Context: an optimization exercise on an open-source flow, tuned for small area. The choices shown serve that exercise and are no tape-out recipe. The RTL was checked by simulation tests, not by an equivalence proof against the original design. Power figures rest on the tool's default switching activity, not on a simulated workload.

<file path="design/flow/constraint.sdc">
create_clock -name core_clock -period 8.0 [get_ports {clk}]
set_input_delay 1.6000 -clock core_clock [delete_from_list [all_inputs] [get_ports {clk}]]
set_output_delay 1.6000 -clock core_clock [all_outputs]
set_load 0.01 [all_outputs]
</file>
<file path="design/flow/config.mk">
export PLATFORM = sky130hd
export DESIGN_NAME = kavach_top
export DESIGN_NICKNAME = kavach_top
export VERILOG_FILES = /design/flow/design.v
export SDC_FILE = /design/flow/constraint.sdc
export NUM_CORES = 4
export LEC_CHECK = 0
export CAP_MARGIN = 20
export CORE_MARGIN = 2
export CORE_UTILIZATION = 40
export CTS_BUF_LIST = sky130_fd_sc_hd__clkbuf_4
export SLEW_MARGIN = 20
</file>
<file path="design/flow/design.v">
`timescale 1ns/1ps
package kavach_pkg;
    localparam int TIMESTAMP_WIDTH = 16;
    typedef logic [11:0] adc_sample_t;
    typedef enum logic [1:0] {
        SEV_NONE   = 2'd0,
        SEV_MINOR  = 2'd1,
        SEV_MAJOR  = 2'd2,
        SEV_SEVERE = 2'd3
    } severity_e;
    typedef enum logic [2:0] {
        LVL_NONE     = 3'd0,
        LVL_LOW      = 3'd1,
        LVL_MEDIUM   = 3'd2,
        LVL_HIGH     = 3'd3,
        LVL_CRITICAL = 3'd4
    } threat_level_e;
    typedef enum logic [3:0] {
        ATK_NONE         = 4'd0,
        ATK_POWER_GLITCH = 4'd1,
        ATK_THERMAL      = 4'd2,
        ATK_COMBINED     = 4'd3
    } attack_type_e;
    typedef struct packed {
        logic      volt_anomaly;
        logic      curr_anomaly;
        severity_e severity;
    } power_flags_t;
    typedef struct packed {
        logic      temp_hi;
        logic      temp_lo;
        logic      sustained;
        severity_e severity;
    } temp_flags_t;
    typedef struct packed {
        threat_level_e level;
        attack_type_e  attack_type;
        logic [7:0]    score;
    } threat_t;
    typedef struct packed {
        logic alert_irq;
        logic clk_throttle_en;
        logic bus_isolate;
        logic sys_lockdown;
        logic crypto_zeroize;
    } response_t;
    typedef struct packed {
        logic [TIMESTAMP_WIDTH-1:0] timestamp;
        threat_t                    threat;
        adc_sample_t                snap_vdd;
        adc_sample_t                snap_temp;
    } forensic_entry_t;
endpackage
`timescale 1ns/1ps
module kavach_top (
    input  logic        clk,
    input  logic        reset,
    input  logic [11:0] vdd_sample,
    input  logic [11:0] idd_sample,
    input  logic [11:0] temp_sample,
    input  logic        sample_valid,
    input  logic [2:0]  forensic_read_slot,
    input  logic        forensic_read_req,
    input  logic        forensic_read_ack,
    output logic [14:0] threat,
    output logic [4:0]  response,
    output logic [54:0] forensic_entry,
    output logic        forensic_read_valid,
    output logic [3:0]  forensic_count
);
    function automatic logic gt_c(input logic [11:0] x, input logic [11:0] c);
        logic gt, eq;
        gt = 1'b0;
        eq = 1'b1;
        for (int i = 11; i >= 0; i--) begin
            gt = gt | (eq & x[i] & !c[i]);
            eq = eq & (x[i] == c[i]);
        end
        gt_c = gt;
    endfunction
    function automatic logic lt_c(input logic [11:0] x, input logic [11:0] c);
        logic lt, eq;
        lt = 1'b0;
        eq = 1'b1;
        for (int i = 11; i >= 0; i--) begin
            lt = lt | (eq & !x[i] & c[i]);
            eq = eq & (x[i] == c[i]);
        end
        lt_c = lt;
    endfunction
    function automatic logic [12:0] sub12(input logic [11:0] a, input logic [11:0] b);
        logic [12:0] r;
        logic c;
        c = 1'b1;
        for (int i = 0; i < 12; i++) begin
            r[i] = a[i] ^ !b[i] ^ c;
            c    = (a[i] & !b[i]) | (a[i] & c) | (!b[i] & c);
        end
        r[12] = !c;
        sub12 = r;
    endfunction
    function automatic logic [11:0] add12_s5(input logic [11:0] a, input logic [4:0] b);
        logic [11:0] r;
        logic [11:0] bx;
        logic c;
        bx = {{7{b[4]}}, b};
        c  = 1'b0;
        for (int i = 0; i < 12; i++) begin
            r[i] = a[i] ^ bx[i] ^ c;
            c    = (a[i] & bx[i]) | (a[i] & c) | (bx[i] & c);
        end
        add12_s5 = r;
    endfunction
    function automatic logic [1:0] grade(input logic [12:0] d, input logic [11:0] t);
        logic o1, o2, o4;
        if (!d[12]) begin
            o1 = gt_c(d[11:0], t);
            o2 = gt_c(d[11:0], t << 1);
            o4 = gt_c(d[11:0], t << 2);
        end else begin
            o1 = lt_c(d[11:0], 12'(4096 - 32'(t)));
            o2 = lt_c(d[11:0], 12'(4096 - 2 * 32'(t)));
            o4 = lt_c(d[11:0], 12'(4096 - 4 * 32'(t)));
        end
        grade = o4 ? 2'd3 : o2 ? 2'd2 : o1 ? 2'd1 : 2'd0;
    endfunction
    function automatic logic [2:0] level_of(input logic [1:0] p, input logic [1:0] t);
        level_of = ((p > t) ? {1'b0, p} : {1'b0, t}) + {2'b00, (p != 2'd0) && (t != 2'd0)};
    endfunction
    function automatic logic [14:0] threat_of(input logic [1:0] p, input logic [1:0] t);
        logic [1:0] atk;
        logic [2:0] sum;
        atk = {t != 2'd0, p != 2'd0};
        sum = {1'b0, p} + {1'b0, t};
        threat_of = {level_of(p, t), 2'b00, atk, sum, 5'b00000};
    endfunction
    logic        primed;
    logic [11:0] volt_base, curr_base;
    logic [12:0] volt_diff, curr_diff;
    logic [1:0]  volt_sev, curr_sev, psev_next;
    logic [1:0]  psev;               
    assign volt_diff  = sub12(vdd_sample, volt_base);
    assign curr_diff  = sub12(idd_sample, curr_base);
    assign volt_sev   = grade(volt_diff, 12'd200);
    assign curr_sev   = grade(curr_diff, 12'd150);
    assign psev_next  = (volt_sev > curr_sev) ? volt_sev : curr_sev;
    always_ff @(posedge clk) begin
        if (reset) begin
            primed    <= 1'b0;
            volt_base <= '0;
            curr_base <= '0;
        end else if (sample_valid) begin
            primed <= 1'b1;
            if (!primed) begin
                volt_base <= vdd_sample;
                curr_base <= idd_sample;
            end else begin
                if (volt_sev == 2'd0)
                    volt_base <= add12_s5(volt_base, volt_diff[8:4]);
                if (curr_sev == 2'd0)
                    curr_base <= add12_s5(curr_base, curr_diff[8:4]);
            end
        end
    end
    always_ff @(posedge clk) begin
        if (reset || !primed)
            psev <= 2'd0;
        else
            psev <= psev_next;
    end
    logic [1:0] hi_count;
    logic       cold;
    logic       hot_now;
    logic [1:0] tsev;
    assign hot_now = gt_c(temp_sample, 12'd150);
    always_ff @(posedge clk) begin
        if (reset)
            hi_count <= '0;
        else if (sample_valid)
            hi_count <= !hot_now ? 2'd0 : (hi_count == 2'd3) ? 2'd3 : hi_count + 2'd1;
    end
    always_ff @(posedge clk) begin
        if (reset)
            cold <= 1'b0;
        else
            cold <= lt_c(temp_sample, 12'd100);
    end
    assign tsev = (hi_count == 2'd3) ? 2'd3 : (hi_count != 2'd0) ? 2'd2 : {1'b0, cold};
    logic       flags_valid, threat_valid;
    logic       quiet;                   
    logic [1:0] thr_p, thr_t;            
    logic [2:0] cand_level, thr_level;
    assign cand_level = level_of(psev, tsev);
    assign thr_level  = level_of(thr_p, thr_t);
    always_ff @(posedge clk) begin
        if (reset) begin
            flags_valid  <= 1'b0;
            threat_valid <= 1'b0;
            quiet        <= 1'b0;
            thr_p        <= '0;
            thr_t        <= '0;
        end else begin
            flags_valid  <= sample_valid;
            threat_valid <= flags_valid;
            if (flags_valid) begin
                quiet <= (cand_level == 3'd0);
                if (cand_level >= thr_level) begin
                    thr_p <= psev;
                    thr_t <= tsev;
                end else if (cand_level == 3'd0 && quiet) begin
                    thr_p <= '0;
                    thr_t <= '0;
                end
            end
        end
    end
    assign threat = threat_of(thr_p, thr_t);
    logic [2:0] prev_level;
    logic       lockdown;
    logic       capture;
    always_ff @(posedge clk) begin
        if (reset) begin
            prev_level <= '0;
            lockdown   <= 1'b0;
            capture    <= 1'b0;
        end else begin
            capture <= threat_valid && (thr_level > prev_level) && (thr_level >= 3'd2);
            if (threat_valid) begin
                prev_level <= thr_level;
                if (thr_level == 3'd4)
                    lockdown <= 1'b1;
            end
        end
    end
    assign response = {prev_level != 3'd0, prev_level >= 3'd2, prev_level >= 3'd3,
                       lockdown, lockdown};
    localparam int EW = 44;
    logic [15:0]   cycle_count;
    logic [11:0]   snap_vdd, snap_temp;
    logic [2:0]    wr_ptr;
    logic          full;
    logic          read_valid;
    logic [EW-1:0] log_mem [0:7];
    logic [EW-1:0] entry;
    logic [EW-1:0] new_entry;
    logic [15:0] cycle_next;
    always_comb begin
        logic c;
        c = 1'b1;
        for (int i = 0; i < 16; i++) begin
            cycle_next[i] = cycle_count[i] ^ c;
            c             = c & cycle_count[i];
        end
    end
    assign new_entry = {cycle_count, thr_p, thr_t, snap_vdd, snap_temp};
    always_ff @(posedge clk) begin
        if (sample_valid) begin
            snap_vdd  <= vdd_sample;
            snap_temp <= temp_sample;
        end
    end
    logic [7:0] row_we;
    logic       rd_take;
    logic [7:0] rd_sel;
    assign rd_take = forensic_read_req && !read_valid;
    always_comb begin
        for (int k = 0; k < 8; k++) begin
            row_we[k] = capture && (wr_ptr == 3'(k));
            rd_sel[k] = rd_take && (forensic_read_slot == 3'(k));
        end
    end
    always_ff @(posedge clk) begin
        for (int k = 0; k < 8; k++)
            log_mem[k] <= (new_entry & {EW{row_we[k]}}) | (log_mem[k] & {EW{!row_we[k]}});
    end
    logic [EW-1:0] entry_next;
    always_comb begin
        entry_next = entry & {EW{!rd_take}};
        for (int k = 0; k < 8; k++)
            entry_next = entry_next | (log_mem[k] & {EW{rd_sel[k]}});
    end
    always_ff @(posedge clk)
        entry <= entry_next;
    always_ff @(posedge clk) begin
        if (reset) begin
            cycle_count <= '0;
            wr_ptr      <= '0;
            full        <= 1'b0;
            read_valid  <= 1'b0;
        end else begin
            cycle_count <= cycle_next;
            if (capture) begin
                wr_ptr <= wr_ptr + 3'd1;
                if (wr_ptr == 3'd7)
                    full <= 1'b1;
            end
            if (read_valid) begin
                if (forensic_read_ack)
                    read_valid <= 1'b0;
            end else if (forensic_read_req) begin
                read_valid <= 1'b1;
            end
        end
    end
    assign forensic_entry      = {entry[43:28], threat_of(entry[27:26], entry[25:24]), entry[23:0]};
    assign forensic_read_valid = read_valid;
    assign forensic_count      = full ? 4'd8 : {1'b0, wr_ptr};
endmodule
</file>
<file path="design/flow/run.sh">
#!/bin/bash
# synth_recipe.tcl (not shown) runs the flow's synth.tcl, then flattens the netlist and writes it again
# the make line also repeats each setting of config.mk as NAME=value (left out here)
make -C /OpenROAD-flow-scripts/flow DESIGN_CONFIG=/design/flow/config.mk WORK_HOME=/design/flow/orfs CLKGATE_MAP_FILE= SYNTH_SCRIPT=/design/flow/synth_recipe.tcl finish
</file>
==> results.toml, run 1 <==
[outcome]
status = "timing/DRC/antenna clean"

[synth]
synth_compound_area_share_pct = 11.9
yosys.area.top_type_share_pct = 57.9
synthAdderAreaFrac_pct = 7.79
netlist_area_sq_mm = 0.0195
avgSynthCellArea_sq_um = 15.2
synth-edff-count = 376
seq_area_frac_synth_pct = 68.9
synthMuxAreaShare_pct = 0.680
synthArstFlopShare_pct = 0
synthCells = 1286
synth_xor_area_share_pct = 0.180
ys.flop_type = "edfxtp_1"
ys_warn_count = 2
synth_seq_cells = 483
synth_top_family_by_area = "compound AO/OA/AOI/OAI gates"
synth.distinct_cells = 66
yosys-top-cells-area = "edfxtp_1, dfxtp_1, fa_1, ha_1, a222oi_1"
yosysTopAreaCell = "edfxtp_1"
synthSimpleGateAreaFrac_pct = 5.49

[setup_path]
cp_slowest_cell = "fa_2"
cpMostUsedCell = "fa_2"
crit_arrival_ns = 8.54
path_buf_inv = 4
crit_path_end_kind = "flop"
worstPathCellList = "clkdlybuf4s50_1, inv_1, ha_1, fa_1, fa_1, inv_1, fa_2, fa_2, fa_2, fa_2, fa_2, fa_2, inv_4, fa_2, fa_2, fa_2, fa_2, fa_2, fa_2, fa_2, xor2_1, or4_1, o211ai_1"
path_max_fanout = 2
critPathTopFamily = "adder cells"
crit_type = "input pin to flop"
crit_path_start_kind = "input pin"
required_ns = 8.72
max_stage_delay_ns = 0.61

[clock_tree]
numClockSinks = 483
clockBufferDepth = 3
clk_latency_ns = 0.84
tritoncts = "built"
numCtsBuffers = 120
clk_pin_slew_ns = 0.06
cts-root-buf = "clkbuf_4"
ctsHoldBuffers = 0
htreeDepth = 3

[grt]
grt_pass1_wl_mm = 69.8
grt_max_degree = 54
grt_use_total_pct = 18.2
overflow = 0
grt_pass1_vias = 12100
antenna_found_initial = 2

[job]
maxCapViolCount = 0

[sta]
setup_viol = 0
maxSlewViolCount = 0
tightest_slew_ns = 0.885
fin_crit_sh_pct = 97.8
rsz0062_at_grt = "false"
timing.hold.ws_ns = 0.428
relSlewSlack_pct = 41.0
skew_ns = 0.0584
period_minus_slack_ns = 7.83
hold_viol_final = 0
timing.fmax_ghz = 0.128

[layout]
drive_gt1_share_pct = 19.9
syn2layout_area_growth_pct = 17.3
ff_latch_area_sq_mm = 0.0134
finalInstanceArea_sq_mm = 0.0229
multi_input_area_sq_mm = 0.00529
fillCellCount = 4171
final_net_count = 1599

[pwr]
vdd_drop_max_mv = 0.103
p_leak_nw = 8.12
power_mw = 5.65
power.density_mw_per_mm2 = 247

[placed_design]
dp_hpwl_mm = 24.2
port_buffers = 109
place.gp.congestion = 0.844
place_area_sq_mm = 0.0212

[floorplanning]
start_util_pct = 40.6
die_area_sq_mm = 0.0505
core-area_sq_mm = 0.0479
rows = 80
pin_count = 124
die_y_um = 225
fp.dieW_um = 225

[route]
first_iter_violations = 1002
drc = 0
vias_per_cell = 5.38
drtAntennaViolNets = 0
finalWirelength_mm = 45.3
dr.pass1.iters = 6
wl_per_cell_um = 20.7
via_count = 11800

[hold_path]
hold_path.class = "flop to flop"
worst register-to-register path: stages, from the launching register on:
cell,delay [ns]
dfxtp_1,0.41
ha_4,0.15
inv_2,0.03
fa_2,0.39
fa_2,0.35
fa_2,0.35
fa_2,0.36
fa_2,0.40
fa_2,0.35
fa_2,0.35
fa_2,0.57
inv_4,0.04
fa_2,0.35
fa_2,0.35
fa_2,0.38
fa_2,0.38
fa_2,0.38
fa_2,0.38
fa_2,0.36
xor2_1,0.15
or4_1,0.46
a31oi_1,0.13
area by class of cell:
| class | instances | share of cell area (%) |
|---|---|---|
| Antenna cell | 4 | 0.0438 |
| Clock buffer | 186 | 6.11 |
| Clock inverter | 43 | 0.914 |
| Inverter | 78 | 1.30 |
| Multi-Input combinational cell | 617 | 23.1 |
| Sequential cell | 483 | 58.7 |
| Tap cell | 615 | 3.36 |
| Timing Repair Buffer | 160 | 6.40 |
placed cells by master, fill, tap and decap left out, drive strengths merged, types with 4 or more instances in the layout:
cell type      count
edfxtp           376
clkbuf           186
dfxtp            107
clkdlybuf4s50    106
inv               81
buf               53
nand3             51
ha                51
nor2              49
a22oi             46
a221oi            45
a222oi            44
a22o              44
fa                44
a21oi             39
clkinv            39
nor2b             19
nand2             17
a211oi            14
conb              14
nor3              13
o31ai             11
mux2i             11
nand4             10
o21ai              9
and2               8
o22ai              5
nand2b             5
diode              4
and3b              4
and3               4
nor3b              4
cell usage after synthesis (44+ instances only):
library cell	n
a221oi_1	45
ha_1	51
dfxtp_1	107
a222oi_1	44
inv_1	77
nand3_1	51
nor2_1	48
a22oi_1	46
buf_4	57
edfxtp_1	376
fa_1	44
clkbuf_1	49
a22o_1	44
repair_timing:
item	in CTS	in global routing
setup buffers	1	0
pin swaps	15	11
endpoints found under the setup margin	1	1
cloned	0	0
gates resized for setup	2	0
stage by stage:
stage               TNS [ns]  cells  setup WS [ns]  util, %
detailed placement     -3.14   1952         -0.974     44.3
finish                     0   2186          0.175     47.7
CTS                        0   2182         0.0825     47.7
global placement       -2.54   1952         -0.874     44.3
global route               0   2185         0.0537     47.7
floorplan             -0.432   1299         -0.366        -
final timing paths:
kind | startpoint | end | slack (ns) | cells after the start
worst max register to register | curr_base[0] | curr_base[11] | 0.87 | 21
worst min register to register | flop | entry[14] | 0.43 | 2
worst max-delay path | vdd_sample[0] | volt_base[11] | 0.17 | 23
worst min-delay path | flop | entry[14] | 0.43 | 2
kinds of logic (layout without fill, tap and decap cells):
| logic type | after synthesis | after routing |
|---|---|---|
| adders and majority gates | 95 | 95 |
| AOI/OAI and AO/OA | 291 | 291 |
| muxes | 13 | 13 |
| buffers and inverters | 199 | 467 |
| DFF | 483 | 483 |
| and+or+nand+nor | 200 | 200 |
| other | 1 | 18 |
| xor gates and xnor gates | 4 | 4 |
layer usage:
| layer | wire (um) | up-vias | track usage, % |
|---|---|---|---|
| met4 | 631 | 0 | 6.15 |
| met2 | 21900 | 344 | 30.0 |
| met1 | 20100 | 5919 | 24.0 |
| met3 | 2590 | 61 | 4.02 |
| met5 | 0 | - | 0 |
| li1 | - | 5429 | - |
power by group:
part           internal [mW]  total, mW  switching, mW
sequential              2.77       2.84         0.0729
clock                   1.10       2.07          0.971
combinational          0.365      0.745          0.380
total                   4.23       5.65           1.42
==> inputs of run 2 (changes only) <==
--- a/design/flow/design.v
+++ b/design/flow/design.v
@@ -100,16 +100,28 @@
         sub12 = r;
     endfunction
     function automatic logic [11:0] add12_s5(input logic [11:0] a, input logic [4:0] b);
-        logic [11:0] r;
-        logic [11:0] bx;
-        logic c;
-        bx = {{7{b[4]}}, b};
-        c  = 1'b0;
-        for (int i = 0; i < 12; i++) begin
-            r[i] = a[i] ^ bx[i] ^ c;
-            c    = (a[i] & bx[i]) | (a[i] & c) | (bx[i] & c);
+        logic [4:0] lo;
+        logic [6:0] inc, dec;
+        logic c, ci, bi;
+        c = 1'b0;
+        for (int i = 0; i < 5; i++) begin
+            lo[i] = a[i] ^ b[i] ^ c;
+            c     = (a[i] & b[i]) | (a[i] & c) | (b[i] & c);
         end
-        add12_s5 = r;
+        ci = 1'b1;
+        bi = 1'b1;
+        for (int i = 0; i < 7; i++) begin
+            inc[i] = a[i+5] ^ ci;
+            ci     = ci & a[i+5];
+            dec[i] = a[i+5] ^ bi;
+            bi     = bi & !a[i+5];
+        end
+        if (b[4] == c)
+            add12_s5 = {a[11:5], lo};
+        else if (c)
+            add12_s5 = {inc, lo};
+        else
+            add12_s5 = {dec, lo};
     endfunction
     function automatic logic [1:0] grade(input logic [12:0] d, input logic [11:0] t);
         logic o1, o2, o4;
--- a/design/flow/config.mk
+++ b/design/flow/config.mk
@@ -8,5 +8,6 @@
 export CAP_MARGIN = 20
 export CORE_MARGIN = 2
 export CORE_UTILIZATION = 40
-export CTS_BUF_LIST = sky130_fd_sc_hd__clkbuf_4
+export CTS_CLUSTER_DIAMETER = 100
+export CTS_CLUSTER_SIZE = 30
 export SLEW_MARGIN = 20
==> run 2 against run 1 <==
Utilization fell by 2.5 points. Critical path depth rose by 5. Power fell by 16%. Non-clock buffer count fell by 31. Clock skew fell by 0.032 ns. Cell count fell by 9.1%. Maximum frequency rose by 2.7%. Worst hold slack improved by 0.038 ns. Die area rose by 0.27%. Design area fell by 5.3%. First-iteration DRC count rose by 3.1%. Register-to-register slack improved by 0.65 ns.
==> results.toml, run 2 <==
[pwr]
vdd_drop_max_mv = 0.152
power_mw = 4.73
p_leak_nw = 7.47
power.density_mw_per_mm2 = 218

[layout]
n_antenna_cell = 0
final_common_cell = "edfxtp_1"
final_net_count = 1487
fillCellCount = 4180
syn2layout_area_growth_pct = 10.8
fin_util_pct = 45.2
ff_latch_area_sq_mm = 0.0134
finalInstanceArea_sq_mm = 0.0217
finalNonFillerCells = 1987
drive_gt1_share_pct = 6.63
multi_input_area_sq_mm = 0.00531
layout_common_cells = "edfxtp_1, dfxtp_1, clkdlybuf4s50_1"

[route]
drtAntennaViolNets = 0
routed.top_layer = "met4"
dr_wl_met3_mm = 3.06
dr.pass1.iters = 6
drc = 0
via_count = 11200
first_iter_violations = 1033
vias_per_cell = 5.62
wl_per_cell_um = 22.6
finalWirelength_mm = 44.9
routed-wl-met2_mm = 21.1
wl_met1_mm = 20.2

[sta]
setup_viol = 0
tns_ns = 0
period_minus_slack_ns = 7.62
timing.fmax_ghz = 0.131
worst_slack_ns = 0.382
hold_viol_final = 0
fin_crit_sh_pct = 95.2
tightest_slew_ns = 0.887
relSlewSlack_pct = 40.9
timing.hold.ws_ns = 0.466
rsz0062_at_grt = "false"
maxSlewViolCount = 0
skew_ns = 0.0262

[clock_tree]
numClockSinks = 483
ctsHoldBuffers = 0
clk_latency_ns = 0.57
clk_pin_slew_ns = 0.12
cts_setup_buffers = 0
tritoncts = "built"
cts-root-buf = "clkbuf_16"
htreeDepth = 1
numCtsBuffers = 21
ctsResizeCount = 0
clockBufferDepth = 3

[placed_design]
port_buffers = 109
place.gp.congestion = 0.855
placed_cells = 1952
place_area_sq_mm = 0.0210
post-place-ws_ns = -0.280
dp_hpwl_mm = 24.7

[synth]
yosysMostFrequentCell = "edfxtp_1"
ys_top_cells_by_count = "edfxtp_1, dfxtp_1, a22oi_1, inv_1, buf_4"
synthCells = 1309
synth-edff-count = 376
netlist_area_sq_mm = 0.0195
synth_seq_cells = 483
yosysTopAreaCell = "edfxtp_1"
yosys-top-cells-area = "edfxtp_1, dfxtp_1, a22oi_1, fa_1, ha_1"
seq_area_frac_synth_pct = 68.7
synth.distinct_cells = 78
yosys.area.top_type_share_pct = 57.8
avgSynthCellArea_sq_um = 14.9
ys.flop_type = "edfxtp_1"
ys_warn_count = 2
synthArstFlopShare_pct = 0

[setup_path]
crit_path_end_kind = "flop"
path_max_fanout = 4
crit_path_start_kind = "input pin"
cp_slowest_cell = "fa_1"
required_ns = 8.47
crit_arrival_ns = 8.09
path_buf_inv = 6
max_stage_delay_ns = 0.43
crit_type = "input pin to flop"
cpMostUsedCell = "fa_1"
critPathTopFamily = "adder cells"

[grt]
grt_max_degree = 58
grt_pass1_vias = 10900
antenna_found_initial = 0
grt_pass1_wl_mm = 68.0
grt_use_total_pct = 17.7
overflow = 0

[floorplanning]
die_area_sq_mm = 0.0506
rows = 80
start_util_pct = 40.8
fp.dieW_um = 225
pin_count = 124
die_y_um = 225
core-area_sq_mm = 0.0479

[hold_path]
hold_path.class = "flop to flop"

[outcome]
status = "timing/DRC/antenna clean"

[job]
maxCapViolCount = 0
## run 2: cell count changes in the layout (fill, tap and decap cells not counted), moves of 17 or more
cell       change
a221o_1       +39
a221oi_1      -45
a22o_1        -44
a22oi_1       +50
buf_4         -31
clkbuf_16     +21
clkbuf_4     -186
clkinv_1      -34
fa_1          +19
fa_2          -31
nand2_1       +17
## run 2: worst min-delay path: cells and delay by family, from the launching register on
family,cells,cell delay (ns)
flops,1,0.33
simple gates,1,0.06
compound gates,1,0.06
## run 2: cell type report
| class | count | share of cell area, % |
|---|---|---|
| Sequential cell | 483 | 62.0 |
| Multi-Input combinational cell | 650 | 24.5 |
| Timing Repair Buffer | 129 | 5.68 |
| Tap cell | 615 | 3.55 |
| Clock buffer | 29 | 2.56 |
| Inverter | 75 | 1.30 |
| Clock inverter | 6 | 0.358 |
## run 2: worst paths after layout
kind                            cells past startpoint   endpoint          start  slack (ns)
worst max register to register                     26    psev[0]   curr_base[0]        1.52
worst min register to register                      2  entry[30]           flop        0.47
worst max-delay path                               28    psev[0]  idd_sample[0]        0.38
worst min-delay path                                2  entry[30]           flop        0.47
## run 2: cells by family after synthesis
group / Yosys count / share of synthesized area, %
AO/OA/AOI/OAI: 290 / 12.1
multiplexers: 13 / 0.679
adder cells (fa/ha/maj): 83 / 6.54
flip-flops: 483 / 68.7
AND/OR/NAND/NOR: 243 / 6.68
buffers and inverters: 189 / 4.91
other: 1 / 0.0192
XOR/XNOR: 7 / 0.314
## run 2: where the power goes
group          leakage, nW  switching, mW  internal (mW)
sequential            4.48         0.0716           2.76
clock                0.304          0.776          0.513
combinational         2.69          0.321          0.287
## run 2: routing by layer
| metal | vias to the layer above | GRT usage (%) |
|---|---|---|
| met1 | 5686 | 25.5 |
| met4 | 0 | 3.55 |
| met3 | 39 | 2.82 |
| met5 | - | 0 |
| li1 | 5106 | - |
| met2 | 336 | 28.4 |
==> inputs of run 3 (changes only) <==
==> design/flow/flow/run.sh (new file) <==
#!/bin/bash
# Standard ORFS layout with two changes: ports are buffered with the
# smallest buffer, and clock tree synthesis adds no dummy loads.
set -euo pipefail
export BUFFER_PORTS_ARGS="-buffer_cell sky130_fd_sc_hd__buf_1"
export CTS_ARGS="-sink_clustering_enable -repair_clock_nets -sink_clustering_size 30 -sink_clustering_max_diameter 100 -dont_use_dummy_load"
bash standard.sh > standard.log 2>&1
==> design/flow/standard.sh (new file) <==
#!/bin/bash
# synth_recipe.tcl (not shown) runs the flow's synth.tcl, then flattens the netlist and writes it again
# the make line also repeats each setting of config.mk as NAME=value (left out here)
make -C /OpenROAD-flow-scripts/flow DESIGN_CONFIG=/design/flow/config.mk WORK_HOME=/design/flow/orfs CLKGATE_MAP_FILE= SYNTH_SCRIPT=/design/flow/synth_recipe.tcl "${@:-finish}"
removed: design/flow/run.sh
==> run 3 against run 2 <==
Power decreased by 4.0%. Critical path depth is 2 lower. Sequential power is essentially flat. First-iteration DRC count down 2.6%. Clock skew increased by 0.035 ns. Via count down 0.90%. Utilization fell by 1.8 points. Critical path type unchanged. Critical endpoint unchanged.
==> results.toml, run 3 <==
[outcome]
status = "timing/DRC/antenna clean"

[route]
via_count = 11100
drc = 0
first_iter_violations = 1006
dr.pass1.iters = 5
wl_per_cell_um = 22.8
finalWirelength_mm = 44.8
drtAntennaViolNets = 0
vias_per_cell = 5.63

[setup_path]
max_stage_delay_ns = 0.45
required_ns = 8.44
cp_slowest_cell = "fa_1"
r2r_start = "curr_base[0]"
r2r_setup_slack_ns = 1.44
ff2ff_path_depth = 24
path_max_fanout = 4
cpMostUsedCell = "fa_1"
crit_path_start_kind = "input pin"
crit_path_end_kind = "flop"
crit_type = "input pin to flop"
setup.worst_path.start = "idd_sample[0]"
critPathTopFamily = "adder cells"
path_buf_inv = 6
timing.rr.end = "psev[0]"
crit_arrival_ns = 7.84

[synth]
avgSynthCellArea_sq_um = 14.9
yosysMostFrequentCell = "edfxtp_1"
seq_area_frac_synth_pct = 68.7
synthCells = 1309
ys_warn_count = 2
yosysTopAreaCell = "edfxtp_1"
synth_seq_cells = 483
synth-edff-count = 376
synthArstFlopShare_pct = 0
yosys.area.top_type_share_pct = 57.8
ys_top_cells_by_count = "edfxtp_1, dfxtp_1, a22oi_1, inv_1, buf_4"
ys.flop_type = "edfxtp_1"
synth.distinct_cells = 78
netlist_area_sq_mm = 0.0195
yosys-top-cells-area = "edfxtp_1, dfxtp_1, a22oi_1, fa_1, ha_1"

[grt]
grt_use_total_pct = 17.5
grt_max_degree = 58
overflow = 0
antenna_found_initial = 1
grt_pass1_vias = 11000
grt_pass1_wl_mm = 67.4

[floorplanning]
die_y_um = 225
die_area_sq_mm = 0.0506
rows = 80
start_util_pct = 40.8
fp.dieW_um = 225
pin_count = 124
core-area_sq_mm = 0.0479

[sta]
period_minus_slack_ns = 7.39
tns_ns = 0
maxSlewViolCount = 0
relSlewSlack_pct = 40.2
fin_crit_sh_pct = 92.4
timing.fmax_ghz = 0.135
tightest_slew_ns = 0.897
rsz0062_at_grt = "false"
hold_viol_final = 0
skew_ns = 0.0613
setup_viol = 0

[layout]
n_antenna_cell = 0
layout_common_cells = "edfxtp_1, dfxtp_1, buf_1"
final_net_count = 1479
syn2layout_area_growth_pct = 6.43
finalNonFillerCells = 1965
final_common_cell = "edfxtp_1"
drive_gt1_share_pct = 5.19

[clock_tree]
htreeDepth = 1
ctsResizeCount = 0
clk_latency_ns = 0.55
cts-root-buf = "clkbuf_16"
tritoncts = "built"
numCtsBuffers = 21
clockBufferDepth = 3
clk_pin_slew_ns = 0.11
cts_setup_buffers = 0
numClockSinks = 483
ctsHoldBuffers = 0

[hold_path]
holdPathStages = 1
hold_path.class = "flop to flop"
min_to = "entry[7]"

[pwr]
p_leak_nw = 7.11
vdd_drop_max_mv = 0.146
power_mw = 4.54
power.density_mw_per_mm2 = 218

[placed_design]
dp_hpwl_mm = 24.7
place.gp.congestion = 0.831
placed_cells = 1944
port_buffers = 109

[job]
maxCapViolCount = 0
## run 3: cell count changes in the layout (fill, tap and decap cells not counted), sizes merged
cell / previous run / this run
buf: 22 / 119
clkbuf: 29 / 23
clkdlybuf4s50: 107 / 0
clkinv: 2 / 0
inv: 79 / 75
## run 3: worst max path at each step
stage	depth (start not counted)	end	slack (ns)
floorplan	27	psev[0]	0.47
global placement	28	psev[0]	0.23
detailed placement	28	psev[0]	0.08
CTS	26	psev[0]	0.63
global route	25	curr_base[1]	0.35
finish	26	psev[0]	0.61
## run 3: cell type report
type / instances / area (sq um)
Fill cell: 4227 / 27100
Sequential cell: 483 / 13400
Multi-Input combinational cell: 650 / 5290
Tap cell: 615 / 769
Clock buffer: 21 / 526
Timing Repair Buffer: 121 / 502
Inverter: 75 / 282
## run 3: cell families after synthesis
group           count (synthesis)  synth area share (%)
simple gates                  243                  6.68
buf+inv                       189                  4.91
flops                         483                  68.7
compound gates                290                  12.1
other cells                     1                0.0192
xor+xnor                        7                 0.314
mux                            13                 0.679
fa+ha+maj                      83                  6.54
## run 3: per-layer routing
layer	wire, um	vias up	global-route usage (%)	part of all wire [%]
li1	-	5082	-	-
met1	20300	5647	24.3	45
met2	21500	291	29.8	48
met3	2460	44	2.33	5.5
met4	574	2	3.10	1.3
met5	13	-	0	0.029
## run 3: per-stage QoR
step	utilization [%]	worst slack, ns	hold WS [ns]	area [sq um]
4_1_cts	43.4	0.633	0.398	20800
3_3_place_gp	42.3	0.226	0.447	20300
2_1_floorplan	-	0.472	0.439	19600
5_1_grt	43.4	0.346	0.406	20800
6_report	43.4	0.607	0.401	20800
3_5_place_dp	42.3	0.0833	0.454	20300
## run 3: power by group
part / internal (mW) / switching (mW)
registers: 2.76 / 0.0719
clock network: 0.474 / 0.712
logic: 0.205 / 0.316
total: 3.44 / 1.10
==> inputs of run 4 (changes only) <==
--- a/design/flow/design.v
+++ b/design/flow/design.v
@@ -191,12 +191,8 @@
         else if (sample_valid)
             hi_count <= !hot_now ? 2'd0 : (hi_count == 2'd3) ? 2'd3 : hi_count + 2'd1;
     end
-    always_ff @(posedge clk) begin
-        if (reset)
-            cold <= 1'b0;
-        else
-            cold <= lt_c(temp_sample, 12'd100);
-    end
+    always_ff @(posedge clk)
+        cold <= lt_c(temp_sample, 12'd100);
     assign tsev = (hi_count == 2'd3) ? 2'd3 : (hi_count != 2'd0) ? 2'd2 : {1'b0, cold};
     logic       flags_valid, threat_valid;
     logic       quiet;                   
==> run 4 against run 3 <==
Power grew 1.9%. Largest cell class unchanged. Maximum frequency decreased by 2.4%. Sequential share of layout area shrank 0.70 points. Combinational power rose by 15%. Non-clock buffer count up 10. Cell count grew 3.4%. First-iteration DRC count down 4.1%. Utilization decreased by 0.33 points. Count of clock-buffer cells in the layout is the same.
==> results.toml, run 4 <==
[clock_tree]
ctsHoldBuffers = 0
ctsResizeCount = 0
cts_setup_buffers = 0
cts-root-buf = "clkbuf_16"
htreeDepth = 1
clk_latency_ns = 0.57
clk_pin_slew_ns = 0.11
tritoncts = "built"
numClockSinks = 483
clockBufferDepth = 3
numCtsBuffers = 21

[route]
finalWirelength_mm = 45.6
vias_per_cell = 5.58
via_count = 11300
drc = 0
dr.pass1.iters = 6
first_iter_violations = 965
drtAntennaViolNets = 0
wl_per_cell_um = 22.4

[sta]
fin_crit_sh_pct = 94.7
rsz0062_at_grt = "false"
worst_slack_ns = 0.423
setup_viol = 0
maxSlewViolCount = 0
tns_ns = 0
timing.fmax_ghz = 0.132
relSlewSlack_pct = 41.0
hold_viol_final = 0
tightest_slew_ns = 0.885
skew_ns = 0.0543
period_minus_slack_ns = 7.58

[pwr]
vdd_drop_max_mv = 0.136
pwr-share-comb_pct = 12.9
power_frac_seq_pct = 61.3
switchingPower_mw = 1.15
clock_power_share_pct = 25.7
p_int_mw = 3.48
switching_share_pct = 24.8
power.density_mw_per_mm2 = 220
p_leak_nw = 7.07

[synth]
yosysTopAreaCell = "edfxtp_1"
synthCells = 1327
yosysMostFrequentCell = "edfxtp_1"
netlist_area_sq_mm = 0.0197
ys.flop_type = "edfxtp_1"
synthArstFlopShare_pct = 0
yosys.area.top_type_share_pct = 57.2
synth_seq_cells = 483
yosys-top-cells-area = "edfxtp_1, dfxtp_1, fa_1, ha_1, a222oi_1"
seq_area_frac_synth_pct = 68.1
ys_top_cells_by_count = "edfxtp_1, dfxtp_1, inv_1, buf_4, nand3_1"
synth.distinct_cells = 78
avgSynthCellArea_sq_um = 14.9
synth-edff-count = 376
ys_warn_count = 2

[layout]
syn2layout_area_growth_pct = 6.58
finalNonFillerCells = 2032
drive_gt1_share_pct = 5.85
layout_common_cells = "edfxtp_1, dfxtp_1, buf_1"
n_antenna_cell = 0
final_common_cell = "edfxtp_1"
final_net_count = 1497

[job]
maxCapViolCount = 0

[floorplanning]
fp.dieW_um = 226
die_y_um = 226
rows = 81
pin_count = 124
start_util_pct = 40.4
die_area_sq_mm = 0.0511
core-area_sq_mm = 0.0488

[grt]
grt_max_degree = 66
overflow = 0
antenna_found_initial = 6
grt_use_total_pct = 17.9
grt_pass1_vias = 11300
grt_pass1_wl_mm = 69.4

[setup_path]
setup.worst_path.start = "idd_sample[0]"
crit_path_start_kind = "input pin"
path_max_fanout = 4
r2r_start = "curr_base[0]"
max_stage_delay_ns = 0.44
crit_arrival_ns = 7.99
crit_path_end_kind = "flop"
required_ns = 8.41
ff2ff_path_depth = 27
cp_slowest_cell = "fa_1"
crit_type = "input pin to flop"
cpMostUsedCell = "fa_1"

[placed_design]
place.gp.congestion = 0.842
placed_cells = 2011
dp_hpwl_mm = 25.6
port_buffers = 109
post-place-ws_ns = -0.107

[hold_path]
hold_path.class = "flop to flop"
holdPathStages = 2

[outcome]
status = "timing/DRC/antenna clean"
run 4: cells by family after synthesis:
kind of cell	count (synthesis)	share of synthesized area [%]
AO/OA/AOI/OAI	321	13.1
multiplexers	13	0.679
adder cells (fa/ha/maj)	83	6.48
buffers and inverters	202	5.26
XOR/XNOR	10	0.444
other	1	0.0190
AND/OR/NAND/NOR	214	5.98
flip-flops	483	68.1
run 4: area by class of cell:
cell class	count	area, sq um
Timing Repair Buffer	131	577
Inverter	78	293
Sequential cell	483	13400
Tap cell	664	831
Fill cell	4474	27800
Multi-Input combinational cell	655	5370
Clock buffer	21	526
run 4: final timing paths:
kind | end | slack (ns)
worst min register to register | entry[27] | 0.45
worst min-delay path | entry[27] | 0.45
worst max-delay path | psev[0] | 0.42
worst max register to register | psev[0] | 1.28
run 4: worst max-delay path: cells and delay by family:
kind | cells | cell delay [ns]
AOI/OAI and AO/OA | 7 | 1.12
adders and majority gates | 13 | 4.39
buffers and inverters | 8 | 0.50
and+or+nand+nor | 1 | 0.37
run 4: metal layers:
layer / GRT usage (%) / share of wire (%)
met1: 24.7 / 45
met2: 30.1 / 48
met3: 2.94 / 5.3
met4: 3.29 / 1.5
met5: 0 / 0.19
run 4: through the flow:
stage / hold slack [ns] / util [%] / instance area [sq um] / power (mW)
after global placement: 0.448 / 42.0 / 20500 / 3.48
after global routing: 0.495 / 43.0 / 21000 / 4.83
final: 0.450 / 43.0 / 21000 / 4.62
after floorplan: 0.442 / - / 19800 / 3.35
after CTS: 0.456 / 43.0 / 21000 / 4.66
after detailed placement: 0.454 / 42.0 / 20500 / 3.49
run 4: power groups by stage:
stage | Combinational (mW) | Clock (mW) | Sequential (mW)
2_1_floorplan | 0.479 | 0 | 2.87
3_3_place_gp | 0.583 | 0 | 2.89
3_5_place_dp | 0.595 | 0 | 2.90
4_1_cts | 0.598 | 1.22 | 2.84
5_1_grt | 0.672 | 1.30 | 2.85
6_report | 0.597 | 1.19 | 2.84
==> inputs of run 5 (changes only) <==
==> design/flow/flow/run.sh (replaced) <==
#!/bin/bash
# Standard ORFS layout with two changes: ports are buffered with the
# smallest buffer, and clock tree synthesis adds no dummy loads.
set -euo pipefail
export BUFFER_PORTS_ARGS="-buffer_cell sky130_fd_sc_hd__buf_1"
export CTS_ARGS="-sink_clustering_enable -repair_clock_nets -sink_clustering_size 20 -sink_clustering_max_diameter 100 -dont_use_dummy_load -buf_list sky130_fd_sc_hd__clkbuf_8"
bash standard.sh > standard.log 2>&1
==> run 5 against run 4 <==
Clock skew rose by 0.020 ns. Largest cell class unchanged. First-iteration DRC count fell by 6.1%. Utilization fell by 0.30 points. Routed wire length rose by 0.75%. Sequential power barely moved.
==> results.toml, run 5 <==
[grt]
grt_pass1_wl_mm = 69.6
antenna_found_initial = 6
grt_pass1_vias = 11400
grt_use_total_pct = 18.0
overflow = 0
grt_max_degree = 66

[placed_design]
dp_hpwl_mm = 25.6
place_area_sq_mm = 0.0205
post-place-ws_ns = -0.107
place.gp.congestion = 0.842
port_buffers = 109

[hold_path]
min_to = "entry[27]"
hold_path.class = "flop to flop"
holdPathStages = 2

[sta]
setup_viol = 0
fin_crit_sh_pct = 93.9
hold_viol_final = 0
skew_ns = 0.0742
rsz0062_at_grt = "false"
period_minus_slack_ns = 7.51
maxSlewViolCount = 0
relSlewSlack_pct = 41.3
tightest_slew_ns = 0.880
worst_slack_ns = 0.490
timing.fmax_ghz = 0.133

[floorplanning]
fp.dieW_um = 226
die_y_um = 226
pin_count = 124
start_util_pct = 40.4
die_area_sq_mm = 0.0511
core-area_sq_mm = 0.0488
rows = 81

[synth]
ys.flop_type = "edfxtp_1"
synth-edff-count = 376
ys_top_cells_by_count = "edfxtp_1, dfxtp_1, inv_1, buf_4, nand3_1"
seq_area_frac_synth_pct = 68.1
yosysMostFrequentCell = "edfxtp_1"
avgSynthCellArea_sq_um = 14.9
yosys-top-cells-area = "edfxtp_1, dfxtp_1, fa_1, ha_1, a222oi_1"
ys_warn_count = 2
synthArstFlopShare_pct = 0
yosysTopAreaCell = "edfxtp_1"
yosys.area.top_type_share_pct = 57.2
netlist_area_sq_mm = 0.0197
synthCells = 1327
synth_seq_cells = 483
synth.distinct_cells = 78

[clock_tree]
ctsHoldBuffers = 0
numCtsBuffers = 28
clk_latency_ns = 0.66
tritoncts = "built"
htreeDepth = 1
clockBufferDepth = 3
cts-root-buf = "clkbuf_8"
numClockSinks = 483
cts_setup_buffers = 0
clk_pin_slew_ns = 0.12
ctsResizeCount = 0

[route]
drc = 0
finalWirelength_mm = 45.9
via_count = 11400
wl_per_cell_um = 22.5
first_iter_violations = 906
drtAntennaViolNets = 0
dr.pass1.iters = 5
vias_per_cell = 5.61

[job]
maxCapViolCount = 0

[setup_path]
max_stage_delay_ns = 0.44
path_buf_inv = 8
crit_type = "input pin to flop"
r2r_start = "curr_base[0]"
cp_slowest_cell = "fa_1"
cpMostUsedCell = "fa_1"
path_max_fanout = 4
timing.rr.end = "psev[0]"
crit_path_end_kind = "flop"
required_ns = 8.47
critPathTopFamily = "adder cells"
ff2ff_path_depth = 27
crit_path_start_kind = "input pin"
r2r_setup_slack_ns = 1.24
crit_arrival_ns = 7.98

[pwr]
power.density_mw_per_mm2 = 213
p_leak_nw = 7.01
vdd_drop_max_mv = 0.105

[layout]
n_antenna_cell = 0
final_net_count = 1504
syn2layout_area_growth_pct = 5.84
finalInstanceArea_sq_mm = 0.0209
drive_gt1_share_pct = 6.25
layout_common_cells = "edfxtp_1, dfxtp_1, buf_1"
fin_util_pct = 42.7
final_common_cell = "edfxtp_1"

[outcome]
status = "timing/DRC/antenna clean"
-- run 5: per-stage QoR --
step	total power, mW	TNS [ns]	hold WS (ns)	std cells
3_3_place_gp	3.48	0	0.448	2011
6_report	4.45	0	0.416	2039
5_1_grt	4.66	0	0.453	2039
2_1_floorplan	3.35	0	0.442	1340
3_5_place_dp	3.49	-0.107	0.454	2011
4_1_cts	4.49	0	0.408	2039
-- run 5: routing by layer --
metal  global-route usage (%)  part of all wire, %  vias to the layer above
li1                         -                    -                     5192
met1                     24.6                   44                     5845
met2                     30.3                   48                      336
met3                     3.28                  6.1                       63
met4                     3.23                  1.6                       12
met5                        0                 0.19                        -
-- run 5: worst max path at each step --
stage / startpoint / end / slack, ns / cells past startpoint
floorplan: idd_sample[0] / psev[0] / 0.34 / 28
global route: idd_sample[0] / psev[0] / 0.08 / 29
global placement: idd_sample[0] / psev[0] / 0.02 / 29
detailed placement: idd_sample[0] / psev[0] / -0.11 / 29
finish: idd_sample[0] / psev[0] / 0.49 / 29
CTS: idd_sample[0] / psev[0] / 0.53 / 29
-- run 5: area by class of cell --
cell class	count	area (sq um)
repair buffers	131	577
well taps	664	831
clock buffers	28	385
multi-input cells	655	5360
fillers	4495	28000
inverters	78	293
flip-flops and latches	483	13400
-- run 5: cell families (layout without fill, tap and decap cells) --
logic type,after synthesis,after routing,share of synthesized area [%]
flip-flops,483,483,68.1
AO/OA/AOI/OAI,321,321,13.1
buffers and inverters,202,237,5.26
multiplexers,13,13,0.679
XOR/XNOR,10,10,0.444
other,1,14,0.0190
AND/OR/NAND/NOR,214,214,5.98
adder cells (fa/ha/maj),83,83,6.48
-- run 5: tightest hold or removal path, cell delays in order, from the launching register on --
cell      delay [ns]
edfxtp_1        0.34
a22oi_1         0.06
nand3_1         0.06
-- run 5: where the power goes --
| group | leakage [nW] | switching (mW) | internal (mW) | total (mW) |
|---|---|---|---|---|
| registers | 4.34 | 0.0724 | 2.76 | 2.84 |
| clock network | 0.201 | 0.706 | 0.315 | 1.02 |
| logic | 2.47 | 0.357 | 0.238 | 0.596 |
| total | 7.01 | 1.14 | 3.32 | 4.45 |
==> inputs of run 6 (changes only) <==
--- a/design/flow/design.v
+++ b/design/flow/design.v
@@ -191,8 +191,12 @@
         else if (sample_valid)
             hi_count <= !hot_now ? 2'd0 : (hi_count == 2'd3) ? 2'd3 : hi_count + 2'd1;
     end
-    always_ff @(posedge clk)
-        cold <= lt_c(temp_sample, 12'd100);
+    always_ff @(posedge clk) begin
+        if (reset)
+            cold <= 1'b0;
+        else
+            cold <= lt_c(temp_sample, 12'd100);
+    end
     assign tsev = (hi_count == 2'd3) ? 2'd3 : (hi_count != 2'd0) ? 2'd2 : {1'b0, cold};
     logic       flags_valid, threat_valid;
     logic       quiet;                   
==> design/flow/flow/run.sh (replaced) <==
#!/bin/bash
# Layout flow: the standard synthesis, then the combinational logic is
# mapped again by ABC for area (every flip-flop, its name, its cell and the
# nets around it are kept), then the standard ORFS layout from floorplan on.
# Ports are buffered with the smallest buffer, and clock tree synthesis
# adds no dummy loads. Each tool writes its full output to a log here.
set -euo pipefail
HERE=$(pwd)
R=$HERE/orfs/results/$FLOW_PLATFORM/kavach_top/base
LIB=$FLOW_HOME/platforms/sky130hd/lib/sky130_fd_sc_hd__tt_025C_1v80.lib

export BUFFER_PORTS_ARGS="-buffer_cell sky130_fd_sc_hd__buf_1"
export CTS_ARGS="-sink_clustering_enable -repair_clock_nets -sink_clustering_size 30 -sink_clustering_max_diameter 100 -dont_use_dummy_load"

# 1. standard synthesis
bash standard.sh synth > synth.log 2>&1

# 2. area re-mapping of the combinational logic
cp "$R/1_2_yosys.v" "$HERE/standard_synth.v"
printf 'set_driving_cell sky130_fd_sc_hd__buf_1\nset_load 5\n' > "$HERE/abc.constr"
cat > "$HERE/remap.ys" <<EOY
read_liberty -ignore_miss_func $LIB
blackbox sky130_fd_sc_hd__dfxtp_1 sky130_fd_sc_hd__edfxtp_1 sky130_fd_sc_hd__conb_1
read_verilog $HERE/standard_synth.v
hierarchy -top $FLOW_TOP
flatten
rename -hide w:*.*
opt_clean -purge
abc -liberty $LIB -dont_use *probe* -dont_use *lpflow* -dont_use *clkdly* -script $HERE/flow/remap.abc -constr $HERE/abc.constr -D 8000
opt_clean -purge
stat -liberty $LIB
write_verilog -noattr -nohex -nodec $HERE/remapped.v
EOY
yosys -l "$HERE/remap.log" "$HERE/remap.ys" > /dev/null 2>&1
cp "$HERE/remapped.v" "$R/1_2_yosys.v"
rm -f "$R/1_synth.odb" "$R/1_synth.sdc"

# 3. standard layout from the re-mapped netlist
bash standard.sh > layout.log 2>&1
==> design/flow/flow/remap.abc (new file) <==
strash
dc2
dch -f
amap
strash
dc2
dch -f
amap
strash
dch -f
amap
topo
--- a/design/flow/config.mk
+++ b/design/flow/config.mk
@@ -8,6 +8,4 @@
 export CAP_MARGIN = 20
 export CORE_MARGIN = 2
 export CORE_UTILIZATION = 40
-export CTS_CLUSTER_DIAMETER = 100
-export CTS_CLUSTER_SIZE = 30
 export SLEW_MARGIN = 20
==> run 6 against run 5 <==
Clock skew is 0.013 ns lower. Synthesized cell count shrank 4.2%. Highest routed layer is now met4. Utilization up 2.2 points. Setup slack better by 1.7 ns. Clock power grew 13%. Register-to-register slack improved by 1.8 ns. Worst hold slack better by 0.022 ns. Combinational power shrank 26%. Power is 0.60% lower. Largest power group unchanged. Still clean. Area after synthesis is 9.0% lower.
==> results.toml, run 6 <==
[layout]
layout_common_cells = "edfxtp_1, nor2_1, a222oi_1"
syn2layout_area_growth_pct = 11.0
final_net_count = 1482
n_antenna_cell = 0
fillCellCount = 4038
drive_gt1_share_pct = 4.32
final_common_cell = "edfxtp_1"

[setup_path]
crit_type = "input pin to flop"
cpMostUsedCell = "nor2_1"
crit_path_start_kind = "input pin"
critPathTopFamily = "compound AO/OA/AOI/OAI gates"
r2r_setup_slack_ns = 3.07
r2r_start = "curr_base[0]"
ff2ff_path_depth = 30
max_stage_delay_ns = 0.35
crit_arrival_ns = 6.18
timing.rr.end = "curr_base[8]"
cp_slowest_cell = "o32a_1"
path_max_fanout = 4
crit_end = "curr_base[8]"
crit_path_end_kind = "flop"
required_ns = 8.41
path_buf_inv = 6
setup.worst_path.start = "idd_sample[1]"
cp.depth = 30

[sta]
period_minus_slack_ns = 5.78
relSlewSlack_pct = 42.3
rsz0062_at_grt = "false"
skew_ns = 0.0608
fin_crit_sh_pct = 72.2
timing.fmax_ghz = 0.173
tightest_slew_ns = 0.864
hold_viol_final = 0
maxSlewViolCount = 0
timing.hold.ws_ns = 0.438
setup_viol = 0
tns_ns = 0

[grt]
grt_max_degree = 50
antenna_found_initial = 0
grt_use_total_pct = 18.9
grt_pass1_vias = 11300
grt_pass1_wl_mm = 68.2
overflow = 0

[route]
drc = 0
finalWirelength_mm = 45.1
first_iter_violations = 1415
wl_per_cell_um = 22.2
vias_per_cell = 5.86
via_count = 11900
drtAntennaViolNets = 0
dr.pass1.iters = 6

[clock_tree]
ctsHoldBuffers = 0
numClockSinks = 483
clockBufferDepth = 3
cts_setup_buffers = 0
cts-root-buf = "clkbuf_16"
ctsResizeCount = 0
tritoncts = "built"
htreeDepth = 1
numCtsBuffers = 20
clk_latency_ns = 0.56
clk_pin_slew_ns = 0.11

[floorplanning]
pin_count = 124
die_area_sq_mm = 0.0466
die_y_um = 216
start_util_pct = 40.5
core-area_sq_mm = 0.0443
rows = 77
fp.dieW_um = 216

[placed_design]
place.gp.congestion = 0.880
dp_hpwl_mm = 25.1
port_buffers = 109

[synth]
avgSynthCellArea_sq_um = 14.1
netlist_area_sq_mm = 0.0180
ys_warn_count = 2
synthCells = 1271

[job]
maxCapViolCount = 0

[hold_path]
hold_path.class = "flop to flop"

[outcome]
status = "timing/DRC/antenna clean"

[pwr]
p_leak_nw = 6.26
vdd_drop_max_mv = 0.134
power.density_mw_per_mm2 = 222
==> run 6: how the worst min path moves through the flow <==
stage | start | endpoint | depth (start not counted) | slack, ns
after floorplan | flags_valid | threat_valid | 2 | 0.43
after global placement | flop | entry[23] | 2 | 0.45
after detailed placement | flop | entry[9] | 2 | 0.46
after CTS | flop | entry[6] | 2 | 0.44
after global routing | flop | entry[6] | 2 | 0.47
final | flop | entry[6] | 2 | 0.44
==> run 6: report_power, final <==
| part | internal [mW] | switching, mW | leakage, nW |
|---|---|---|---|
| sequential | 2.77 | 0.0724 | 4.32 |
| clock | 0.452 | 0.697 | 0.246 |
| combinational | 0.150 | 0.290 | 1.69 |
| total | 3.37 | 1.06 | 6.26 |
==> run 6: stage by stage <==
stage          instance area, sq um  cells  setup WS (ns)  total power, mW  utilization, %
6_report                      19900   2028           2.22             4.43            45.0
5_1_grt                       19900   2028           1.49             4.60            45.0
4_1_cts                       19900   2028           2.26             4.46            45.0
3_5_place_dp                  19400   2008           1.74             3.34            43.9
3_3_place_gp                  19400   2008           1.89             3.33            43.9
2_1_floorplan                 18000   1284           1.57             3.16               -
==> run 6: metal layers <==
layer  wire length (um)  track usage (%)  vias to the layer above
met5                  0                0                        -
met2              21300             31.5                      385
met1              20000             27.2                     5981
li1                   -                -                     5470
met4                672             2.90                        0
met3               3090             2.45                       45
==> run 6: layout make-up <==
class | count | area, sq um | area share, %
well taps | 592 | 741 | 3.72
multi-input cells | 702 | 4300 | 21.6
clock buffers | 20 | 500 | 2.51
inverters | 99 | 372 | 1.86
flip-flops and latches | 483 | 13400 | 67.4
repair buffers | 132 | 584 | 2.93
==> run 6: worst reg2reg max path, delay by kind of cell, from the launching register on <==
family	cells	cell delay [ns]
AOI/OAI and AO/OA	15	2.68
buffers and inverters	5	0.54
DFF	1	0.35
and+or+nand+nor	10	1.30
==> inputs of run 7 (changes only) <==
--- a/design/flow/design.v
+++ b/design/flow/design.v
@@ -191,12 +191,8 @@
         else if (sample_valid)
             hi_count <= !hot_now ? 2'd0 : (hi_count == 2'd3) ? 2'd3 : hi_count + 2'd1;
     end
-    always_ff @(posedge clk) begin
-        if (reset)
-            cold <= 1'b0;
-        else
-            cold <= lt_c(temp_sample, 12'd100);
-    end
+    always_ff @(posedge clk)
+        cold <= lt_c(temp_sample, 12'd100);
     assign tsev = (hi_count == 2'd3) ? 2'd3 : (hi_count != 2'd0) ? 2'd2 : {1'b0, cold};
     logic       flags_valid, threat_valid;
     logic       quiet;                   
@@ -278,7 +274,7 @@
     always_comb begin
         for (int k = 0; k < 8; k++) begin
             row_we[k] = capture && (wr_ptr == 3'(k));
-            rd_sel[k] = rd_take && (forensic_read_slot == 3'(k));
+            rd_sel[k] = !read_valid && (forensic_read_slot == 3'(k));
         end
     end
     always_ff @(posedge clk) begin
@@ -287,7 +283,7 @@
     end
     logic [EW-1:0] entry_next;
     always_comb begin
-        entry_next = entry & {EW{!rd_take}};
+        entry_next = entry & {EW{read_valid}};
         for (int k = 0; k < 8; k++)
             entry_next = entry_next | (log_mem[k] & {EW{rd_sel[k]}});
     end
==> design/flow/flow/remap.abc (replaced) <==
strash
&get -n
&deepsyn -T 60
&put
dch -f
amap
topo
--- a/design/flow/config.mk
+++ b/design/flow/config.mk
@@ -5,7 +5,9 @@
 export SDC_FILE = /design/flow/constraint.sdc
 export NUM_CORES = 4
 export LEC_CHECK = 0
-export CAP_MARGIN = 20
+export CAP_MARGIN = 5
 export CORE_MARGIN = 2
 export CORE_UTILIZATION = 40
-export SLEW_MARGIN = 20
+export CTS_CLUSTER_DIAMETER = 100
+export CTS_CLUSTER_SIZE = 30
+export SLEW_MARGIN = 5
==> run 7 against run 6 <==
Clock skew rose by 0.030 ns. Global-route usage grew 0.098 points. Utilization increased by 0.19 points. Still clean on timing, DRC and antenna. Count of clock-buffer cells in the layout is 1 higher. Non-clock buffer count is 3 lower. Largest power group unchanged. Area after synthesis fell by 2.4%. Power decreased by 0.95%.
==> results.toml, run 7 <==
[outcome]
status = "timing/DRC/antenna clean"

[layout]
final_common_cell = "edfxtp_1"
n_antenna_cell = 0
finalInstanceArea_sq_mm = 0.0195
syn2layout_area_growth_pct = 11.3
drive_gt1_share_pct = 4.40
final_net_count = 1388
fillCellCount = 3902
layout_common_cells = "edfxtp_1, a222oi_1, buf_1"

[placed_design]
port_buffers = 109
place_area_sq_mm = 0.0190
place.gp.congestion = 0.921
dp_hpwl_mm = 23.6

[grt]
grt_pass1_wl_mm = 65.1
grt_pass1_vias = 10600
met1_usage_pct = 26.4
globalRouteMet3Util_pct = 3.09
overflow = 0
use_met2_pct = 32.2
grt_max_degree = 45
grt.busiest_layer = "met2"
grt_use_total_pct = 19.0
antenna_found_initial = 1

[setup_path]
cpMostUsedCell = "o21ai_0"
required_ns = 8.36
crit_path_start_kind = "input pin"
crit_path_end_kind = "flop"
critPathTopFamily = "compound AO/OA/AOI/OAI gates"
max_stage_delay_ns = 0.54
path_max_fanout = 6
crit_arrival_ns = 6.37
cp_slowest_cell = "o21ai_0"
path_buf_inv = 3
crit_type = "input pin to flop"

[clock_tree]
ctsHoldBuffers = 0
ctsResizeCount = 0
numCtsBuffers = 21
htreeDepth = 1
cts_setup_buffers = 0
tritoncts = "built"
cts-root-buf = "clkbuf_16"
clk_latency_ns = 0.56
numClockSinks = 483
clockBufferDepth = 3
clk_pin_slew_ns = 0.11

[pwr]
power.density_mw_per_mm2 = 225
p_leak_nw = 6.08
vdd_drop_max_mv = 0.118
power_mw = 4.39

[floorplanning]
die_area_sq_mm = 0.0455
start_util_pct = 40.6
fp.dieW_um = 213
rows = 76
die_y_um = 213
pin_count = 124
core-area_sq_mm = 0.0432

[sta]
relSlewSlack_pct = 34.0
fin_crit_sh_pct = 75.2
rsz0062_at_grt = "false"
tightest_slew_ns = 0.986
timing.fmax_ghz = 0.166
hold_viol_final = 0
setup_viol = 0
timing.hold.ws_ns = 0.451
skew_ns = 0.0906
period_minus_slack_ns = 6.02
tns_ns = 0
maxSlewViolCount = 0

[route]
via_count = 11200
first_iter_violations = 1361
drc = 0
vias_per_cell = 5.80
finalWirelength_mm = 43.6
wl_per_cell_um = 22.6
dr.pass1.iters = 6
drtAntennaViolNets = 0

[job]
maxCapViolCount = 0

[synth]
avgSynthCellArea_sq_um = 14.9
ys_warn_count = 2
synthCells = 1179
netlist_area_sq_mm = 0.0175

[hold_path]
hold_path.class = "flop to flop"
-- run 7: through the flow --
stage	std cells	setup WS, ns	util [%]
floorplan	1192	2.49	-
global placement	1906	1.79	44.0
detailed placement	1906	1.56	44.0
CTS	1927	2.08	45.2
global route	1927	1.33	45.2
finish	1927	1.98	45.2
-- run 7: path summary, 6_finish.rpt --
path                                     from           end  slack, ns  cells after the start
worst min register to register  prev_level[2]       capture       0.45                      1
worst max register to register   volt_base[2]  volt_base[9]       2.70                     28
worst min-delay path            prev_level[2]       capture       0.45                      1
worst max-delay path            vdd_sample[2]  volt_base[9]       1.98                     28
-- run 7: final cells by class --
class	count	area [sq um]	area share, %
Timing Repair Buffer	129	561	2.87
Tap cell	585	732	3.75
Multi-Input combinational cell	613	3890	19.9
Clock buffer	21	526	2.69
Inverter	96	360	1.85
Sequential cell	483	13400	68.9
-- run 7: report_power, final --
group	switching [mW]	leakage (nW)	internal (mW)
clock network	0.710	0.259	0.474
registers	0.0628	4.31	2.76
logic	0.253	1.51	0.127
total	1.03	6.08	3.36
-- run 7: metal layers --
metal / up-vias / routed length, um
met2: 412 / 21000
met4: 0 / 499
met1: 5600 / 18500
met3: 34 / 3570
met5: - / 0
li1: 5128 / -
==> inputs of run 8 (changes only) <==
==> design/flow/config.mk (replaced) <==
export PLATFORM = sky130hd
export DESIGN_NAME = kavach_top
export DESIGN_NICKNAME = kavach_top
export VERILOG_FILES = /design/flow/design.v
export SDC_FILE = /design/flow/constraint.sdc
export NUM_CORES = 4
export LEC_CHECK = 0
export CAP_MARGIN = 20
export CORE_MARGIN = 2
export CORE_UTILIZATION = 40
export SLEW_MARGIN = 20
==> run 8 against run 7 <==
Highest routed layer unchanged. Clock skew did not move. Still clean on timing, DRC and antenna. First-iteration DRC count unchanged. Sequential power hardly changed. Global-route usage unchanged.
==> results.toml, run 8 <==
[layout]
syn2layout_area_growth_pct = 11.3
fillCellCount = 3902
final_common_cell = "edfxtp_1"
n_antenna_cell = 0
multi_input_area_sq_mm = 0.00389
drive_gt1_share_pct = 4.40
finalInstanceArea_sq_mm = 0.0195
final_net_count = 1388
layout_common_cells = "edfxtp_1, a222oi_1, buf_1"
ff_latch_area_sq_mm = 0.0134

[sta]
hold_viol_final = 0
tns_ns = 0
rsz0062_at_grt = "false"
tightest_slew_ns = 0.986
skew_ns = 0.0906
timing.hold.ws_ns = 0.451
worst_slack_ns = 1.98
relSlewSlack_pct = 34.0
period_minus_slack_ns = 6.02
fin_crit_sh_pct = 75.2
maxSlewViolCount = 0
setup_viol = 0
timing.fmax_ghz = 0.166

[route]
drc = 0
finalWirelength_mm = 43.6
first_iter_violations = 1361
wl_per_cell_um = 22.6
drtAntennaViolNets = 0
dr.pass1.iters = 6
vias_per_cell = 5.80
via_count = 11200

[placed_design]
dp_hpwl_mm = 23.6
place.gp.congestion = 0.921
place_area_sq_mm = 0.0190
post-place-ws_ns = 1.56
port_buffers = 109

[job]
maxCapViolCount = 0

[setup_path]
path_max_fanout = 6
crit_path_end_kind = "flop"
crit_arrival_ns = 6.37
critPathTopFamily = "compound AO/OA/AOI/OAI gates"
path_buf_inv = 3
max_stage_delay_ns = 0.54
required_ns = 8.36
crit_path_start_kind = "input pin"
crit_type = "input pin to flop"
cpMostUsedCell = "o21ai_0"
cp_slowest_cell = "o21ai_0"

[floorplanning]
core-area_sq_mm = 0.0432
start_util_pct = 40.6
rows = 76
die_y_um = 213
die_area_sq_mm = 0.0455
fp.dieW_um = 213
pin_count = 124

[outcome]
status = "timing/DRC/antenna clean"

[grt]
antenna_found_initial = 1
grt_max_degree = 45
grt_pass1_wl_mm = 65.1
overflow = 0
grt_pass1_vias = 10600
grt_use_total_pct = 19.0

[clock_tree]
htreeDepth = 1
ctsHoldBuffers = 0
cts-root-buf = "clkbuf_16"
ctsResizeCount = 0
tritoncts = "built"
cts_setup_buffers = 0
numCtsBuffers = 21
numClockSinks = 483
clk_latency_ns = 0.56
clk_pin_slew_ns = 0.11
clockBufferDepth = 3

[hold_path]
hold_path.class = "flop to flop"

[synth]
ys_warn_count = 2
netlist_area_sq_mm = 0.0175
avgSynthCellArea_sq_um = 14.9
synthCells = 1179

[pwr]
p_leak_nw = 6.08
power.density_mw_per_mm2 = 225
vdd_drop_max_mv = 0.118
-- run 8: report_power, final --
| group | internal (mW) | switching, mW |
|---|---|---|
| sequential | 2.76 | 0.0628 |
| clock | 0.474 | 0.710 |
| combinational | 0.127 | 0.253 |
| total | 3.36 | 1.03 |
-- run 8: path summary, 6_finish.rpt --
check	startpoint	to	slack, ns	depth (start not counted)
min reg2reg	prev_level[2]	capture	0.45	1
max reg2reg	volt_base[2]	volt_base[9]	2.70	28
min	prev_level[2]	capture	0.45	1
max	vdd_sample[2]	volt_base[9]	1.98	28
-- run 8: layout make-up --
| type | instances | area share, % |
|---|---|---|
| Tap cell | 585 | 3.75 |
| Timing Repair Buffer | 129 | 2.87 |
| Multi-Input combinational cell | 613 | 19.9 |
| Clock buffer | 21 | 2.69 |
| Inverter | 96 | 1.85 |
| Sequential cell | 483 | 68.9 |
-- run 8: metal layers --
metal  part of all wire [%]  up-vias  routed length, um  track usage [%]
li1                       -     5128                  -                -
met1                     43     5600              18500             26.4
met2                     48      412              21000             32.2
met3                    8.2       34               3570             3.09
met4                    1.1        0                499             3.16
met5                      0        -                  0                0
-- run 8: per-stage QoR --
| stage | util, % | power (mW) | instances |
|---|---|---|---|
| 3_5_place_dp | 44.0 | 3.26 | 1906 |
| 5_1_grt | 45.2 | 4.55 | 1927 |
| 4_1_cts | 45.2 | 4.42 | 1927 |
| 6_report | 45.2 | 4.39 | 1927 |
| 3_3_place_gp | 44.0 | 3.25 | 1906 |
| 2_1_floorplan | - | 3.10 | 1192 |

[re-timing with driven ports]
How much do the figures lean on ideal ports? The routed layouts below were timed once more, with nothing changed but the port constraints. Step 1 (the two cells are an assumption about what drives the block):
set clk [get_ports {clk}]
set_driving_cell -lib_cell sky130_fd_sc_hd__clkbuf_16 $clk
set_driving_cell -lib_cell sky130_fd_sc_hd__buf_2 [delete_from_list [all_inputs] $clk]
Step 2 moves the port delays by t, midway between the first and last clock arrival at a register: inputs arrive t later, outputs are due t later. That takes back most of the time a late clock gives input paths. a / b / c = ideal ports / drivers / drivers and shift; a / b = the first two.
| run | t (ns) | setup slack, ns | worst setup path after step 2 | slew at the worst register clock pin (ns) |
|---|---|---|---|---|
| run 1 | 0.862 | 0.175 / 0.195 / -0.667 | input to register | 0.07 / 0.07 |
| run 2 | 0.618 | 0.382 / 0.417 / -0.201 | input to register | 0.12 / 0.12 |
| run 3 | 0.576 | 0.607 / 0.646 / 0.070 | input to register | 0.11 / 0.11 |
| run 4 | 0.591 | 0.423 / 0.441 / -0.149 | input to register | 0.11 / 0.11 |
| run 5 | 0.663 | 0.490 / 0.502 / -0.161 | input to register | 0.12 / 0.12 |
| run 6 | 0.581 | 2.223 / 2.255 / 1.674 | input to register | 0.11 / 0.11 |
| run 7 | 0.574 | 1.985 / 2.003 / 1.429 | input to register | 0.11 / 0.11 |
| run 8 | 0.574 | 1.985 / 2.003 / 1.429 | input to register | 0.11 / 0.11 |
With both steps, setup timing fails in run 1, run 2, run 4 and run 5, where it was met with ideal ports. The setup slack of run 1, which loses most, moves by +0.020 ns with the drivers and by -0.842 ns with both steps.
